This design comes from an exercise in tuning for small area and a short achievable clock period on the open sky130 flow, not from production work.
In this exercise RTL edits were held to simulation tests only and were not proved equivalent to the original.
No activity file was given, so power comes from the tool's default toggle rates.

Setup of oak:
## virtual_fabric
module virtual_fabric
#(
  parameter int NUM_PE = 8,
  parameter logic [31:0] L1_MAP  = 32'h2222_2221,
  parameter logic [31:0] DFR_MAP = 32'h0000_0000,
  parameter logic [7:0]  BOOTH_MAP = 8'hff   
) (
  input  logic                  clk,
  input  logic                  rst,
  input  logic                  en,
  input  logic [31:0]                 data_in,    
  output logic [31:0]                 data_out,   
  input  logic                  cfg_req,
  input  logic [21:0]             cfg_wr,     
  output logic                  cfg_ack
);
  localparam int CFG_W  = 9 + 3*fabric_pkg::WORD_W;
  localparam int LANE_W = 3*fabric_pkg::WORD_W;
  logic [NUM_PE*CFG_W-1:0]      cfg_array;
  logic [(NUM_PE+1)*LANE_W-1:0] chain;   
  config_port #(
    .NUM_PE (NUM_PE)
  ) u_cfg (
    .clk       (clk),
    .rst       (rst),
    .cfg_req   (cfg_req),
    .cfg_wr    (fabric_pkg::cfg_write_t'(cfg_wr)),
    .cfg_ack   (cfg_ack),
    .cfg_array (cfg_array)
  );
  logic s1_valid;
  always_ff @(posedge clk)
  begin
    if (rst)
      s1_valid <= 1'b0;
    else if (en)
      s1_valid <= 1'b1;
  end
  assign chain[0 +: LANE_W] = {{fabric_pkg::WORD_W{1'b0}}, data_in};   
  for (genvar i = 0; i < NUM_PE; i++)
  begin : g_pe
    pe #(
      .L1  (int'(L1_MAP[i*4 +: 4])),
      .DFR   (int'(DFR_MAP[i*4 +: 4])),
      .BOOTH (int'(BOOTH_MAP[i]))
    ) u_pe (
      .clk      (clk),
      .rst      (rst),
      .en       (en),
      .s1_valid (s1_valid),
      .cfg (cfg_array[i*CFG_W +: CFG_W]),
      .up  (chain[i*LANE_W +: LANE_W]),
      .out (chain[(i+1)*LANE_W +: LANE_W])
    );
  end
  assign data_out = chain[NUM_PE*LANE_W +: 2*fabric_pkg::WORD_W];   
endmodule
For scale: ~12000 cells after synthesis, roughly 1600 flip-flops, about 91 I/O pins, roughly 95000 sq um of cells after synthesis.
clock: 8.0 ns
lec_check: 0
abc_area: 1
cap_margin: 20
core_margin: 2
core_utilization: 40
setup_slack_margin: 5.0
slew_margin: 20
run.sh (not shown) runs the stock make flow with config.mk's settings and CLKGATE_MAP_FILE= SYNTH_SCRIPT=/design/flow/synth_recipe.tcl, a recipe that flattens the netlist after the stock synthesis.
### oak -> pine
- TNS_END_PERCENT newly set to 10
- CTS_BUF_LIST newly set to sky130_fd_sc_hd__clkbuf_4 sky130_fd_sc_hd__clkbuf_8
- SETUP_SLACK_MARGIN changed from 5.0 to 4.8
--- outcome ---
- pine completed every stage of the flow, and the final layout passed the timing, design-rule and antenna checks.
- On register-to-register slack, pine does worse than oak.
- oak → pine: routed via count divided by cell count went down by about 1.1%, wire length down about 6%.
- Reported for oak and pine, gate count after technology mapping turned out identical to the last digit.
- Internal power summed over all cells sits lower in pine than in oak.
diff inputs: pine => birch
- CTS_BUF_LIST removed (was sky130_fd_sc_hd__clkbuf_4 sky130_fd_sc_hd__clkbuf_8)
- TNS_END_PERCENT removed (was 10)
- CORE_UTILIZATION changed from 40 to 55
Findings:
Multi-input gate share of the layout cell area (birch over pine): increase, 0.68 points
birch and pine ended up with nearly the same sequential power.
Comparing part of the power in combinational logic for birch and pine, the bigger number came from birch.
Fraction of met1 tracks used by global routing, birch and pine: higher on birch
Summary of birch over pine: number of buffers and inverters on the critical path went up 2; clock share of power went down 0.9 points; die area went down 66000 sq um; final cell count went down about 5%; wire length went down about 5%.
Core region area was higher in the run labelled pine.
flop to flop as the critical path start-end classification was reported by birch, and flop to output pin by pine.
## Diff of input files: maple against birch
- an added CTS_BUF_LIST of sky130_fd_sc_hd__clkbuf_4 sky130_fd_sc_hd__clkbuf_8
- a change of CORE_UTILIZATION from 55 to 40
maple vs birch, total routing usage reported by global routing went down by 8.1 points. Diff birch -> maple | effective utilization at floorplan | decrease of 15 points. Diff maple..birch | average cell area after synthesis | negligible.
Input-level comparison between cedar and maple:
- CTS_BUF_LIST removed (was sky130_fd_sc_hd__clkbuf_4 sky130_fd_sc_hd__clkbuf_8)
- TNS_END_PERCENT newly set to 0
==> comparison <==
- Against maple, cedar comes in 1.9 points higher on post-route fraction of the period consumed by the critical path.
- Diff cedar..maple | hold slack | negligible
- Diff maple -> cedar | routed metal-1 wire length | increase of about 0.3%
- In the metrics for maple and cedar, the one carrying the lower number of cells on the critical path is cedar.
- Higher total power goes to maple over cedar.
- Core utilization: cedar lower than maple
- cedar does better than maple on clock tree skew after final layout.
- The fraction of area in clock buffers and inverters was comparable across maple and cedar.
- Diff maple and cedar: final instance area higher in maple

* * *

virtual_fabric again, from the RTL that the note above started with.
Settings: LEC_CHECK=0, ABC_AREA=1, CAP_MARGIN=20, CORE_MARGIN=2, CORE_UTILIZATION=40, CTS_BUF_LIST=sky130_fd_sc_hd__clkbuf_4 sky130_fd_sc_hd__clkbuf_8, SETUP_SLACK_MARGIN=5.0, SLEW_MARGIN=20, TNS_END_PERCENT=5; clock period 8.0 ns.
The starting point finished with timing, DRC and antenna clean.
Next try:
CTS_BUF_LIST = default   (was sky130_fd_sc_hd__clkbuf_4 sky130_fd_sc_hd__clkbuf_8)
SETUP_SLACK_MARGIN = 4.8   (was 5.0)
TNS_END_PERCENT = default   (was 5)
The new run finished with timing, DRC and antenna clean.
Register-to-register slack gets worse by 0.02 ns.
Synthesized area is unchanged.
Flip-flop and latch count does not change.
Non-clock buffer count came out higher by 26.
Next try:
SETUP_SLACK_MARGIN = 4.3   (was 4.8)
Synthesized area does not change. Final cell count went down by 3.9%. Routed wire length went down by about 2.8%. Sequential power stays flat.

* * *

Starting RTL as in the previous note.
Settings: LEC_CHECK=0, ABC_AREA=1, CAP_MARGIN=20, CORE_MARGIN=2, CORE_UTILIZATION=40, SETUP_SLACK_MARGIN=4.8, SLEW_MARGIN=20, TNS_END_PERCENT=10; clock period 8.0 ns.
The first run completed without violations.
Edit:
CTS_BUF_LIST = sky130_fd_sc_hd__clkbuf_4 sky130_fd_sc_hd__clkbuf_8   (was unset)
TNS_END_PERCENT = 0   (was 10)
After rerunning: The new run completed without violations; final area falls by 3.3%; power falls by 1.6%; wire length falls by 2.0%; area after synthesis stays the same; clock power falls by about 0.9%; sequential power hardly moves; via count falls by 1.3%; clock-buffer cell count rises by 222; worst setup slack gets better by 0.013 ns; non-clock buffer count falls by 233; die area does not change.

-- separate check: timing with driven ports --
The results above use ideal ports. As a check the final layouts listed here were re-extracted and re-timed, cells and wires unchanged. Step 1 assumes that a clkbuf_16 drives the clock port and a buf_2 every other input. Step 2 moves the port delays by t, midway between the first and last clock arrival at a register: inputs arrive t later, outputs are due t later. That takes back most of the time a late clock gives input paths. Three values: no drivers, after step 1, after step 2; two values: the first two.
run | t (ns) | setup WS [ns] | worst hold slack (ns) | worst slew at a driven data input, ns
oak | 0.945 | 4.592 / 4.592 / 4.118 | 0.459 / 0.459 / 0.459 | 0.09
pine | 1.129 | 4.529 / 4.435 / 3.478 | 0.456 / 0.456 / 0.456 | 0.08
birch | 0.929 | 4.560 / 4.560 / 3.872 | 0.459 / 0.459 / 0.459 | 0.06
maple | 1.145 | 4.639 / 4.639 / 3.620 | 0.457 / 0.457 / 0.457 | 0.07
cedar | 0.944 | 4.490 / 4.424 / 3.619 | 0.455 / 0.455 / 0.455 | 0.08
the first run of note 2 | 1.150 | 4.649 / 4.625 / 3.578 | 0.457 / 0.457 / 0.457 | 0.06
the second run of note 2 | 0.932 | 4.626 / 4.626 / 3.819 | 0.454 / 0.454 / 0.454 | 0.06
the third run of note 2 | 0.932 | 4.265 / 4.330 / 3.398 | 0.458 / 0.458 / 0.458 | 0.07
the first run of note 3 | 0.942 | 4.525 / 4.434 / 3.685 | 0.455 / 0.455 / 0.455 | 0.08
the second run of note 3 | 1.125 | 4.538 / 4.516 / 3.476 | 0.458 / 0.458 / 0.458 | 0.08
After both steps setup and hold are still met in every run listed. The setup slack of the first run of note 2, which loses most, moves by -0.024 ns with the drivers and by -1.071 ns with both steps.
